From an optimization exercise on the open Yosys and OpenROAD flow, aimed at small area, a short achievable clock period and few clock cycles per item; shortcuts taken in it are not production practice.
In this exercise RTL edits were held to simulation tests only and were not proved equivalent to the original.

==> 08-25 <==
## touch_position_calibrate_smooth_unit
module touch_position_calibrate_smooth_unit #(
    parameter int PLATE_WIDTH  = tpcs_pkg::PLATE_WIDTH_DEF,
    parameter int PLATE_HEIGHT = tpcs_pkg::PLATE_HEIGHT_DEF
) (
    input  logic                                i_clk,
    input  logic                                i_rst_n,
    input  logic                                i_valid,
    output logic                                     o_stall,
    input  logic [tpcs_pkg::RAW_W-1:0]          i_raw_x,
    input  logic [tpcs_pkg::RAW_W-1:0]          i_raw_y,
    input  logic [tpcs_pkg::PRESS_W-1:0]        i_pressure,
    output logic                                     o_valid,
    input  logic                                i_stall,
    output logic                                     o_valid_res,
    output logic signed [tpcs_pkg::POS_W-1:0]        o_pos_x,
    output logic signed [tpcs_pkg::POS_W-1:0]        o_pos_y,
    input  logic                                i_cfg_we,
    input  logic [tpcs_pkg::CFG_IDX_W-1:0]      i_cfg_idx,
    input  logic [tpcs_pkg::CFG_DATA_W-1:0]     i_cfg_data
);
    localparam int RAW_W = tpcs_pkg::RAW_W;
    localparam int SP_W  = tpcs_pkg::SP_W;
    localparam int NP = 3;
    logic [tpcs_pkg::PRESS_W-1:0] r_min_pressure;
    logic [RAW_W-1:0]             r_x_min;
  ...
==> flow/config.mk <==
export PLATFORM = sky130hd
export DESIGN_NAME = touch_position_calibrate_smooth_unit
export DESIGN_NICKNAME = touch_position_calibrate_smooth_unit
export VERILOG_FILES = /design/flow/design.v
export SDC_FILE = /design/flow/constraint.sdc
export NUM_CORES = 4
export LEC_CHECK = 0
export CAP_MARGIN = 20
export CORE_MARGIN = 2
export CORE_UTILIZATION = 55
export SLEW_MARGIN = 20
export SYNTH_HIERARCHICAL = 1
==> flow/constraint.sdc <==
create_clock -name core_clock -period 13.0 [get_ports {i_clk}]
set_input_delay 2.6000 -clock core_clock [delete_from_list [all_inputs] [get_ports {i_clk}]]
set_output_delay 2.6000 -clock core_clock [all_outputs]
set_load 0.01 [all_outputs]
standard.sh (not shown) runs the stock make flow with config.mk's settings and CLKGATE_MAP_FILE= SYNTH_SCRIPT=/design/flow/synth_recipe.tcl, a recipe that flattens the netlist after the stock synthesis.
==> flow/flow/run.sh <==
#!/bin/bash
set -euo pipefail
MARGIN=${MARGIN:-7.8}
sed "s|CLKGATE_MAP_FILE= |CLKGATE_MAP_FILE= SETUP_SLACK_MARGIN=${MARGIN} |" standard.sh > margin_standard.sh
grep -q "SETUP_SLACK_MARGIN=${MARGIN}" margin_standard.sh
bash margin_standard.sh > make.log 2>&1
==> inputs of 10-09, as changes to 08-25 <==
--- a/flow/design.v
+++ b/flow/design.v
@@ -233,18 +233,10 @@
         end
     end
     assign seed_next = !(r_primed || last_touch ||
                          (adv ? (r_pv[NP-1] && r_pt[NP-1]) : last_touch));
     assign wenc_next = booth_enc(seed_next ? tpcs_pkg::ALPHA_ONE : r_w);
-    logic [14:0] r_wenc;
-    logic [14:0] r_venc;
-    always_ff @(posedge i_clk) begin
-        r_wenc <= wenc_next;
-        if (venc_load) begin
-            r_venc <= venc_next;
-        end
-    end
     assign venc_next = i_rst_n ? booth_enc(r_v) : '0;
     assign venc_load = !i_rst_n || r_primed || (adv && last_touch);
     logic signed [SP_W-1:0] sp_x, sp_y;
     tpcs_axis u_x (
         .i_clk  (i_clk),
@@ -255,12 +247,13 @@
         .i_k    (k_x),
         .i_k3   (k3_x),
         .i_ks   (ks_x),
         .i_dneg (r_dneg_x),
         .i_dzero(r_dzero_x),
-        .i_wenc (r_wenc),
-        .i_venc (r_venc),
+        .i_wenc (wenc_next),
+        .i_venc (venc_next),
+        .i_vload(venc_load),
         .o_sp   (sp_x)
     );
     tpcs_axis u_y (
         .i_clk  (i_clk),
         .i_en   (adv),
@@ -270,12 +263,13 @@
         .i_k    (k_y),
         .i_k3   (k3_y),
         .i_ks   (ks_y),
         .i_dneg (r_dneg_y),
         .i_dzero(r_dzero_y),
-        .i_wenc (r_wenc),
-        .i_venc (r_venc),
+        .i_wenc (wenc_next),
+        .i_venc (venc_next),
+        .i_vload(venc_load),
         .o_sp   (sp_y)
     );
     always_ff @(posedge i_clk) begin
         if (!i_rst_n) begin
             r_out_valid <= 1'b0;
@@ -383,10 +377,11 @@
     input  logic [3:0]               i_ks,
     input  logic                     i_dneg,
     input  logic                     i_dzero,
     input  logic [14:0]              i_wenc,
     input  logic [14:0]              i_venc,
+    input  logic                     i_vload,
     output logic signed [24:0]       o_sp
 );
     logic [30:0] yh;
     logic [30:0] r_yh;
     logic        r_sgn;
@@ -414,14 +409,22 @@
     always_ff @(posedge i_clk) begin
         if (i_en) begin
             r_mp <= mp;
         end
     end
+    logic [14:0] r_wenc;
+    logic [14:0] r_venc;
+    always_ff @(posedge i_clk) begin
+        r_wenc <= i_wenc;
+        if (i_vload) begin
+            r_venc <= i_venc;
+        end
+    end
     logic [32:0] pw;
     logic [32:0] r_pw;
     tpcs_wmul u_wmul (
-        .i_wenc(i_wenc),
+        .i_wenc(r_wenc),
         .i_x (r_mp),
         .o_p (pw)
     );
     always_ff @(posedge i_clk) begin
         if (i_en) begin
@@ -429,11 +432,11 @@
         end
     end
     logic [24:0] sp;
     logic [24:0] r_sp;
     tpcs_blend u_blend (
-        .i_venc(i_venc),
+        .i_venc(r_venc),
         .i_s (r_sp),
         .i_pw(r_pw),
         .o_s (sp)
     );
     always_ff @(posedge i_clk) begin
==> flow/run.sh (new file) <==
#!/bin/bash
# synth_recipe.tcl (not shown) runs the flow's synth.tcl, then flattens the netlist and writes it again
# the make line also repeats each setting of config.mk as NAME=value (left out here)
make -C /OpenROAD-flow-scripts/flow DESIGN_CONFIG=/design/flow/config.mk WORK_HOME=/design/flow/orfs CLKGATE_MAP_FILE= SYNTH_SCRIPT=/design/flow/synth_recipe.tcl finish
removed: flow/flow/run.sh
removed: flow/standard.sh
==> comparison table <==
Run status: 10-09 complete, no violations; 08-25 complete, no violations
Flip-flop and latch count: 10-09 627; 08-25 595
Layout Area Growth over Synthesis: 10-09 4.57%; 08-25 12.3%
Delay of the slowest critical-path stage: 10-09 620 ps; 08-25 510 ps
Post-place instance area: 10-09 81400 um2; 08-25 80500 um2
Per-cell routed wire length: 10-09 21.6 um; 08-25 23.3 um
Number of enable-type register cells in the synthesized netlist: 10-09 340; 08-25 324
Layout clock buffers: 10-09 107; 08-25 104
Mux cell area share after synthesis: 10-09 10.6%; 08-25 10.8%
Mean Syn Cell Area: 10-09 9.24 um2; 08-25 9.15 um2
Share of Yosys cell area claimed by the top area cell type: 10-09 13.9%; 08-25 14.0%
Final instance area: 10-09 84000 um2; 08-25 89500 um2
Layout multi-input combinational cell count: 10-09 6550; 08-25 6579
Reg2Reg Depth: 10-09 20; 08-25 21
Achievable Freq: 10-09 0.154 GHz; 08-25 0.187 GHz
Terminating pin of the worst hold path: 10-09 r_pv[2]; 08-25 r_pt[1]
Total stage count of the critical path: 10-09 9; 08-25 21
Synthesized-area fraction occupied by and/or/nand/nor cells: 10-09 10.3%; 08-25 10.6%
Maximum number of pins on one net before global-route repair: 10-09 88; 08-25 93
Launch point of the worst hold path: 10-09 r_pv[1]; 08-25 r_s0_touch
Global routing met1 resource utilization: 10-09 40.2%; 08-25 44.8%
Worst hold-check slack: 10-09 470 ps; 08-25 426 ps
Testbench counts of 08-25, summed over its fixed seeds: cycles 1,752, items 1,600.
Testbench counts of 10-09, summed over its fixed seeds: cycles 1,752, items 1,600.

* * *

==> nickel <==
touch_position_calibrate_smooth_unit, a different RTL version from the one above (not shown whole).
clock: 13.0 ns
lec_check: 0
cap_margin: 20
core_margin: 2
core_utilization: 55
slew_margin: 20
synth_hierarchical: 1
run.sh (not shown) runs the stock make flow with config.mk's settings and CLKGATE_MAP_FILE= SYNTH_SCRIPT=/design/flow/synth_recipe.tcl, a recipe that flattens the netlist after the stock synthesis.
Stock flow here: none of the scripts above is used.
==> maple (differences from nickel) <==
--- a/flow/design.v
+++ b/flow/design.v
@@ -79,54 +79,60 @@
                 tpcs_pkg::CFG_FILTER_ALPHA: r_alpha  <= i_cfg_data[tpcs_pkg::ALPHA_W-1:0];
                 default: begin
                 end
             endcase
         end
     end
     logic [10:0] den_x, den_y;
+    logic [10:0] nden_x, nden_y;
     logic [9:0]  dmag_x, dmag_y;
     logic        r_dneg_x, r_dneg_y;
     logic        r_dzero_x, r_dzero_y;
     logic [8:0]  r_w;
     logic [8:0]  r_v;
     assign den_x  = {1'b0, r_x_max} - {1'b0, r_x_min};
     assign den_y  = {1'b0, r_y_max} - {1'b0, r_y_min};
-    assign dmag_x = den_x[10] ? 10'(-den_x) : den_x[9:0];
-    assign dmag_y = den_y[10] ? 10'(-den_y) : den_y[9:0];
+    assign nden_x = {1'b0, r_x_min} - {1'b0, r_x_max};
+    assign nden_y = {1'b0, r_y_min} - {1'b0, r_y_max};
+    assign dmag_x = den_x[10] ? nden_x[9:0] : den_x[9:0];
+    assign dmag_y = den_y[10] ? nden_y[9:0] : den_y[9:0];
     always_ff @(posedge i_clk) begin
         r_dneg_x  <= den_x[10];
         r_dneg_y  <= den_y[10];
         r_dzero_x <= (den_x == '0);
         r_dzero_y <= (den_y == '0);
         r_w       <= (r_alpha > tpcs_pkg::ALPHA_ONE) ? tpcs_pkg::ALPHA_ONE : r_alpha;
         r_v       <= (r_alpha > tpcs_pkg::ALPHA_ONE) ? 9'd0 : tpcs_pkg::ALPHA_ONE - r_alpha;
     end
     logic        r_kst_x, r_kst_y;
     logic [30:0] k_x, k_y;
+    logic [32:0] k3_x, k3_y;
     logic [3:0]  ks_x, ks_y;
     logic        kwait_x, kwait_y;
     always_ff @(posedge i_clk) begin
         r_kst_x <= !i_rst_n || (i_cfg_we && (i_cfg_idx == tpcs_pkg::CFG_RAW_X_MIN ||
                                               i_cfg_idx == tpcs_pkg::CFG_RAW_X_MAX));
         r_kst_y <= !i_rst_n || (i_cfg_we && (i_cfg_idx == tpcs_pkg::CFG_RAW_Y_MIN ||
                                               i_cfg_idx == tpcs_pkg::CFG_RAW_Y_MAX));
     end
     tpcs_recip u_kx (
         .i_clk  (i_clk),
         .i_start(r_kst_x),
         .i_dmag (dmag_x),
         .o_k    (k_x),
+        .o_k3   (k3_x),
         .o_s    (ks_x),
         .o_wait (kwait_x)
     );
     tpcs_recip u_ky (
         .i_clk  (i_clk),
         .i_start(r_kst_y),
         .i_dmag (dmag_y),
         .o_k    (k_y),
+        .o_k3   (k3_y),
         .o_s    (ks_y),
         .o_wait (kwait_y)
     );
     logic r_out_valid;
     logic r_out_touch;
     logic adv;
     assign adv = !(r_out_valid && i_stall);
@@ -198,66 +204,74 @@
         end
     end
     always_ff @(posedge i_clk) begin
         if (adv) begin
             r_pt <= {r_pt[NP-1:1], r_s0_touch};
         end
     end
+    function automatic logic [14:0] booth_enc(input logic [8:0] wt);
+        logic [10:0] b;
+        b = {1'b0, wt, 1'b0};
+        for (int j = 0; j < 5; j++) begin
+            booth_enc[3*j]   = b[2*j+2] && !(b[2*j+1] && b[2*j]);
+            booth_enc[3*j+1] = b[2*j+1] ^ b[2*j];
+            booth_enc[3*j+2] = (b[2*j+2] && !b[2*j+1] && !b[2*j]) ||
+                               (!b[2*j+2] && b[2*j+1] && b[2*j]);
+        end
+    endfunction
     logic r_primed;
     logic last_touch;
-    logic [8:0] r_weff;
-    logic       seed_next;
-    logic [8:0] r_veff;
+    logic [14:0] wenc_next;
+    logic        seed_next;
+    logic [14:0] venc_next;
+    logic        venc_load;
     assign last_touch = r_pv[NP] && r_pt[NP];
     always_ff @(posedge i_clk) begin
         if (!i_rst_n) begin
             r_primed <= 1'b0;
         end else if (adv && last_touch) begin
             r_primed <= 1'b1;
         end
     end
     assign seed_next = !(r_primed || last_touch ||
                          (adv ? (r_pv[NP-1] && r_pt[NP-1]) : last_touch));
-    always_ff @(posedge i_clk) begin
-        r_weff <= seed_next ? tpcs_pkg::ALPHA_ONE : r_w;
-    end
-    always_ff @(posedge i_clk) begin
-        if (!i_rst_n) begin
-            r_veff <= '0;
-        end else if (r_primed || (adv && last_touch)) begin
-            r_veff <= r_v;
-        end
-    end
+    assign wenc_next = booth_enc(seed_next ? tpcs_pkg::ALPHA_ONE : r_w);
+    assign venc_next = i_rst_n ? booth_enc(r_v) : '0;
+    assign venc_load = !i_rst_n || r_primed || (adv && last_touch);
     logic signed [SP_W-1:0] sp_x, sp_y;
     tpcs_axis u_x (
         .i_clk  (i_clk),
         .i_en   (adv),
         .i_upd  (adv && last_touch),
         .i_n    (r_s0_nx),
         .i_nneg (r_s0_sx),
         .i_k    (k_x),
+        .i_k3   (k3_x),
         .i_ks   (ks_x),
         .i_dneg (r_dneg_x),
         .i_dzero(r_dzero_x),
-        .i_w    (r_weff),
-        .i_v    (r_veff),
+        .i_wenc (wenc_next),
+        .i_venc (venc_next),
+        .i_vload(venc_load),
         .o_sp   (sp_x)
     );
     tpcs_axis u_y (
         .i_clk  (i_clk),
         .i_en   (adv),
         .i_upd  (adv && last_touch),
         .i_n    (r_s0_ny),
         .i_nneg (r_s0_sy),
         .i_k    (k_y),
+        .i_k3   (k3_y),
         .i_ks   (ks_y),
         .i_dneg (r_dneg_y),
         .i_dzero(r_dzero_y),
-        .i_w    (r_weff),
-        .i_v    (r_veff),
+        .i_wenc (wenc_next),
+        .i_venc (venc_next),
+        .i_vload(venc_load),
         .o_sp   (sp_y)
     );
     always_ff @(posedge i_clk) begin
         if (!i_rst_n) begin
             r_out_valid <= 1'b0;
         end else if (adv) begin
             r_out_valid <= r_pv[NP];
@@ -281,84 +295,104 @@
     assign o_pos_y     = r_out_touch ? pos_of(sp_y) : '0;
 endmodule
 module tpcs_recip (
     input  logic        i_clk,
     input  logic        i_start,
     input  logic [9:0]  i_dmag,
     output logic [30:0] o_k,
+    output logic [32:0] o_k3,
     output logic [3:0]  o_s,
     output logic        o_wait
 );
     logic [3:0]  lz;
     logic [9:0]  dn;
     logic [9:0]  r_dn;
     logic        r_p2;
     logic [3:0]  r_s;
     logic [9:0]  r_rem;
-    logic [31:0] r_q;
+    logic [30:0] r_q;
+    logic [32:0] r_k3;
     logic [4:0]  r_cnt;
     always_comb begin
         lz = 4'd9;
         for (int i = 0; i < 10; i++) begin
             if (i_dmag[i]) lz = 4'(9 - i);
         end
     end
     assign dn = i_dmag << lz;
     logic [9:0] rem1, rem2;
     logic       q1, q2;
+    logic [1:0] qb;
     function automatic logic [10:0] kstep(input logic [9:0] rem, input logic [9:0] d);
         logic [10:0] t;
         logic [10:0] x;
         t = {rem, 1'b0};
         x = t - {1'b0, d};
         if (x[10]) begin
             kstep = {1'b0, t[9:0]};
         end else begin
             kstep = {1'b1, x[9:0]};
         end
     endfunction
     assign {q1, rem1} = kstep(r_rem, r_dn);
     assign {q2, rem2} = kstep(rem1, r_dn);
+    assign qb = {(q1 || r_p2) && (r_cnt != 5'd16), q2 || r_p2};
+    logic [1:0]  r_qb;
+    logic        r_kv;
     always_ff @(posedge i_clk) begin
         if (i_start) begin
             r_dn  <= dn;
             r_p2  <= (dn == 10'd512);
             r_s   <= lz;
-            r_rem <= 10'(11'd1024 - {1'b0, dn});
+            r_rem <= 10'd512;
+            r_q   <= '0;
             r_cnt <= 5'd16;
         end else if (r_cnt != '0) begin
             r_rem <= rem2;
-            r_q   <= {r_q[29:0], q1 || r_p2, q2 || r_p2};
+            r_q   <= {r_q[28:0], qb};
             r_cnt <= r_cnt - 5'd1;
         end
     end
-    assign o_k    = r_q[31:1];
+    always_ff @(posedge i_clk) begin
+        r_qb <= qb;
+        r_kv <= !i_start && (r_cnt != '0);
+        if (i_start) begin
+            r_k3 <= '0;
+        end else if (r_kv) begin
+            r_k3 <= {r_k3[30:0], 2'b00} + 33'({r_qb, 1'b0}) + 33'(r_qb);
+        end
+    end
+    assign o_k    = r_q;
+    assign o_k3   = r_k3;
     assign o_s    = r_s;
-    assign o_wait = i_start || (r_cnt > 5'd1);
+    assign o_wait = i_start || (r_cnt != '0);
 endmodule
 module tpcs_axis (
     input  logic                     i_clk,
     input  logic                     i_en,
     input  logic                     i_upd,
     input  logic [9:0]               i_n,
     input  logic                     i_nneg,
     input  logic [30:0]              i_k,
+    input  logic [32:0]              i_k3,
     input  logic [3:0]               i_ks,
     input  logic                     i_dneg,
     input  logic                     i_dzero,
-    input  logic [8:0]               i_w,
-    input  logic [8:0]               i_v,
+    input  logic [14:0]              i_wenc,
+    input  logic [14:0]              i_venc,
+    input  logic                     i_vload,
     output logic signed [24:0]       o_sp
 );
     logic [30:0] yh;
     logic [30:0] r_yh;
     logic        r_sgn;
     tpcs_kmul u_kmul (
         .i_n (i_n),
         .i_k (i_k),
+        .i_k3(i_k3),
         .o_yh(yh)
     );
     always_ff @(posedge i_clk) begin
         if (i_en) begin
             r_yh  <= yh;
             r_sgn <= i_nneg ^ i_dneg;
         end
@@ -373,55 +407,70 @@
         .o_mp   (mp)
     );
     always_ff @(posedge i_clk) begin
         if (i_en) begin
             r_mp <= mp;
         end
     end
+    logic [14:0] r_wenc;
+    logic [14:0] r_venc;
+    always_ff @(posedge i_clk) begin
+        r_wenc <= i_wenc;
+        if (i_vload) begin
+            r_venc <= i_venc;
+        end
+    end
     logic [32:0] pw;
     logic [32:0] r_pw;
     tpcs_wmul u_wmul (
-        .i_w (i_w),
+        .i_wenc(r_wenc),
         .i_x (r_mp),
         .o_p (pw)
     );
     always_ff @(posedge i_clk) begin
         if (i_en) begin
             r_pw <= pw;
         end
     end
     logic [24:0] sp;
     logic [24:0] r_sp;
     tpcs_blend u_blend (
-        .i_v (i_v),
+        .i_venc(r_venc),
         .i_s (r_sp),
         .i_pw(r_pw),
         .o_s (sp)
     );
     always_ff @(posedge i_clk) begin
         if (i_upd) begin
             r_sp <= sp;
         end
     end
     assign o_sp = r_sp;
 endmodule
 module tpcs_kmul (
     input  logic [9:0]  i_n,
     input  logic [30:0] i_k,
+    input  logic [32:0] i_k3,
     output logic [30:0] o_yh
 );
-    logic [41:0] row [0:9];
+    logic [41:0] row [0:4];
     logic [41:0] y;
-    for (genvar i = 0; i < 10; i++) begin : g_row
-        logic [30:0] pp;
-        assign pp     = {31{i_n[i]}} & i_k;
-        assign row[i] = 42'(pp) << i;
+    for (genvar j = 0; j < 5; j++) begin : g_row
+        logic [32:0] pp;
+        always_comb begin
+            case (i_n[2*j+1:2*j])
+                2'd0:    pp = '0;
+                2'd1:    pp = {2'b00, i_k};
+                2'd2:    pp = {1'b0, i_k, 1'b0};
+                default: pp = i_k3;
+            endcase
+        end
+        assign row[j] = 42'(pp) << (2*j);
     end
-    assign y = row[0] + row[1] + row[2] + row[3] + row[4] + row[5] + row[6]
-             + row[7] + row[8] + row[9] + {1'b0, i_n, 31'd0} + 42'(i_n);
+    assign y = row[0] + row[1] + row[2] + row[3] + row[4] + {1'b0, i_n, 31'd0} + 42'(i_n);
     assign o_yh = y[41:11];
 endmodule
 module tpcs_round (
     input  logic [30:0] i_yh,
     input  logic [3:0]  i_ks,
     input  logic        i_sgn,
     input  logic        i_dzero,
@@ -443,39 +492,52 @@
         end else if (ovf || (!i_sgn && u >= 25'h10FFFFF) || (i_sgn && u >= 25'h0F00001)) begin
             o_mp = i_sgn ? 25'h180_0080 : 25'h080_007F;
         end else begin
             o_mp = t[25:1];
         end
     end
 endmodule
+function automatic logic [25:0] tpcs_brow(input logic [2:0] dg, input logic [24:0] x);
+    logic [25:0] mag;
+    logic [25:0] low;
+    mag       = ({26{dg[1]}} & {x[24], x}) | ({26{dg[2]}} & {x, 1'b0});
+    low       = mag ^ {26{dg[0]}};
+    tpcs_brow = {~low[25], low[24:0]};
+endfunction
 module tpcs_wmul (
-    input  logic [8:0]  i_w,
+    input  logic [14:0] i_wenc,
     input  logic [24:0] i_x,
     output logic [32:0] o_p
 );
-    logic [32:0] row [0:8];
-    for (genvar i = 0; i < 9; i++) begin : g_row
-        logic [23:0] pp;
-        assign pp     = {24{i_w[i]}} & i_x[23:0];
-        assign row[i] = 33'(pp) << i;
+    logic [32:0] row [0:4];
+    logic [8:0]  negs;
+    for (genvar j = 0; j < 5; j++) begin : g_row
+        assign row[j]    = 33'(tpcs_brow(i_wenc[3*j+2:3*j], i_x)) << (2*j);
+        assign negs[2*j] = i_wenc[3*j];
     end
-    assign o_p = row[0] + row[1] + row[2] + row[3] + row[4] + row[5] + row[6] + row[7]
-               + row[8] + {~({9{i_x[24]}} & i_w), 24'd0} + 33'h100_0000;
+    for (genvar j = 0; j < 4; j++) begin : g_gap
+        assign negs[2*j+1] = 1'b0;
+    end
+    assign o_p = row[0] + row[1] + row[2] + row[3] + row[4] + 33'(negs)
+               - 33'h0_AA00_0000;
 endmodule
 module tpcs_blend (
-    input  logic [8:0]  i_v,
+    input  logic [14:0] i_venc,
     input  logic [24:0] i_s,
     input  logic [32:0] i_pw,
     output logic [24:0] o_s
 );
-    logic [32:0] row [0:8];
+    logic [32:0] row [0:4];
+    logic [8:0]  negs;
     logic [32:0] sum;
-    for (genvar i = 0; i < 9; i++) begin : g_row
-        logic [23:0] pp;
-        assign pp     = {24{i_v[i]}} & i_s[23:0];
-        assign row[i] = 33'(pp) << i;
+    for (genvar j = 0; j < 5; j++) begin : g_row
+        assign row[j]    = 33'(tpcs_brow(i_venc[3*j+2:3*j], i_s)) << (2*j);
+        assign negs[2*j] = i_venc[3*j];
+    end
+    for (genvar j = 0; j < 4; j++) begin : g_gap
+        assign negs[2*j+1] = 1'b0;
     end
-    assign sum = row[0] + row[1] + row[2] + row[3] + row[4] + row[5] + row[6] + row[7]
-               + row[8] + {~({9{i_s[24]}} & i_v), 24'd0} + i_pw + 33'h100_0080;
+    assign sum = row[0] + row[1] + row[2] + row[3] + row[4] + 33'(negs) + i_pw
+               + (33'd128 - 33'h0_AA00_0000);
     assign o_s = sum[32:8];
 endmodule
 `default_nettype wire
==> flow/flow/run.sh (new file) <==
#!/bin/bash
set -euo pipefail
MARGIN=${MARGIN:-7.8}
sed "s|CLKGATE_MAP_FILE= |CLKGATE_MAP_FILE= SETUP_SLACK_MARGIN=${MARGIN} |" standard.sh > margin_standard.sh
grep -q "SETUP_SLACK_MARGIN=${MARGIN}" margin_standard.sh
bash margin_standard.sh > make.log 2>&1
==> flow/standard.sh (new file) <==
#!/bin/bash
# synth_recipe.tcl (not shown) runs the flow's synth.tcl, then flattens the netlist and writes it again
# the make line also repeats each setting of config.mk as NAME=value (left out here)
make -C /OpenROAD-flow-scripts/flow DESIGN_CONFIG=/design/flow/config.mk WORK_HOME=/design/flow/orfs CLKGATE_MAP_FILE= SYNTH_SCRIPT=/design/flow/synth_recipe.tcl "${@:-finish}"
removed: flow/run.sh
==> comparison table <==
                                                                                       maple                   nickel
Slack of the worst reg-to-reg path                                                     7.73 ns                  6.70 ns
GP Congestion                                                                            0.923                    0.893
Met3 usage in global routing                                                            0.0453                   0.0349
Hold Crit Endpoint                                                                     r_pt[1]                r_weff[8]
Die area                                                                             0.149 mm²                0.156 mm²
Mux share of post-synthesis cell area                                                    0.106                   0.0616
Count of sequential standard cells                                                         627                      515
Capturing point of the worst reg2reg path                                         u_y.r_sp[24]             u_y.r_sp[20]
Status                                                                 complete, no violations  complete, no violations
Unrepaired setup endpoints after global routing                                            yes                       no
Depth of the critical timing path with buffers and inverters included                       18                       17
Fraction of the mapped netlist area in adder cells                                       0.225                    0.373
Mean instance size in the synthesized netlist                                         9.24 µm²                 9.47 µm²
Testbench counts of nickel, summed over its fixed seeds: cycles 1,744, items 1,600.
Testbench counts of maple, summed over its fixed seeds: cycles 1,752, items 1,600.

[re-timing with driven ports]
The results above use ideal ports. As a check the final layouts listed here were re-extracted and re-timed, cells and wires unchanged. Step 1 assumes that a clkbuf_16 drives the clock port and a buf_2 every other input. Step 2 times the ports against the registers' clock, not the clock port: input delays grow and output delays shrink by t, the midpoint of the rising clock arrivals with the driver on. Slacks: ideal / step 1 / step 2; pairs: ideal / step 1.
run	shift t [ns]	slack for setup (ns)	worst register clock-pin slew, ns
08-25	0.740	7.640 / 7.640 / 7.161	0.07 / 0.07
10-09	0.756	6.502 / 6.425 / 6.711	0.07 / 0.07
nickel	0.742	6.699 / 6.699 / 6.699	0.07 / 0.07
maple	0.764	7.728 / 7.728 / 7.166	0.07 / 0.07
After both steps setup and hold are still met in every run listed. The setup slack of maple, which loses most, moves by 0.000 ns with the drivers and by -0.562 ns with both steps.
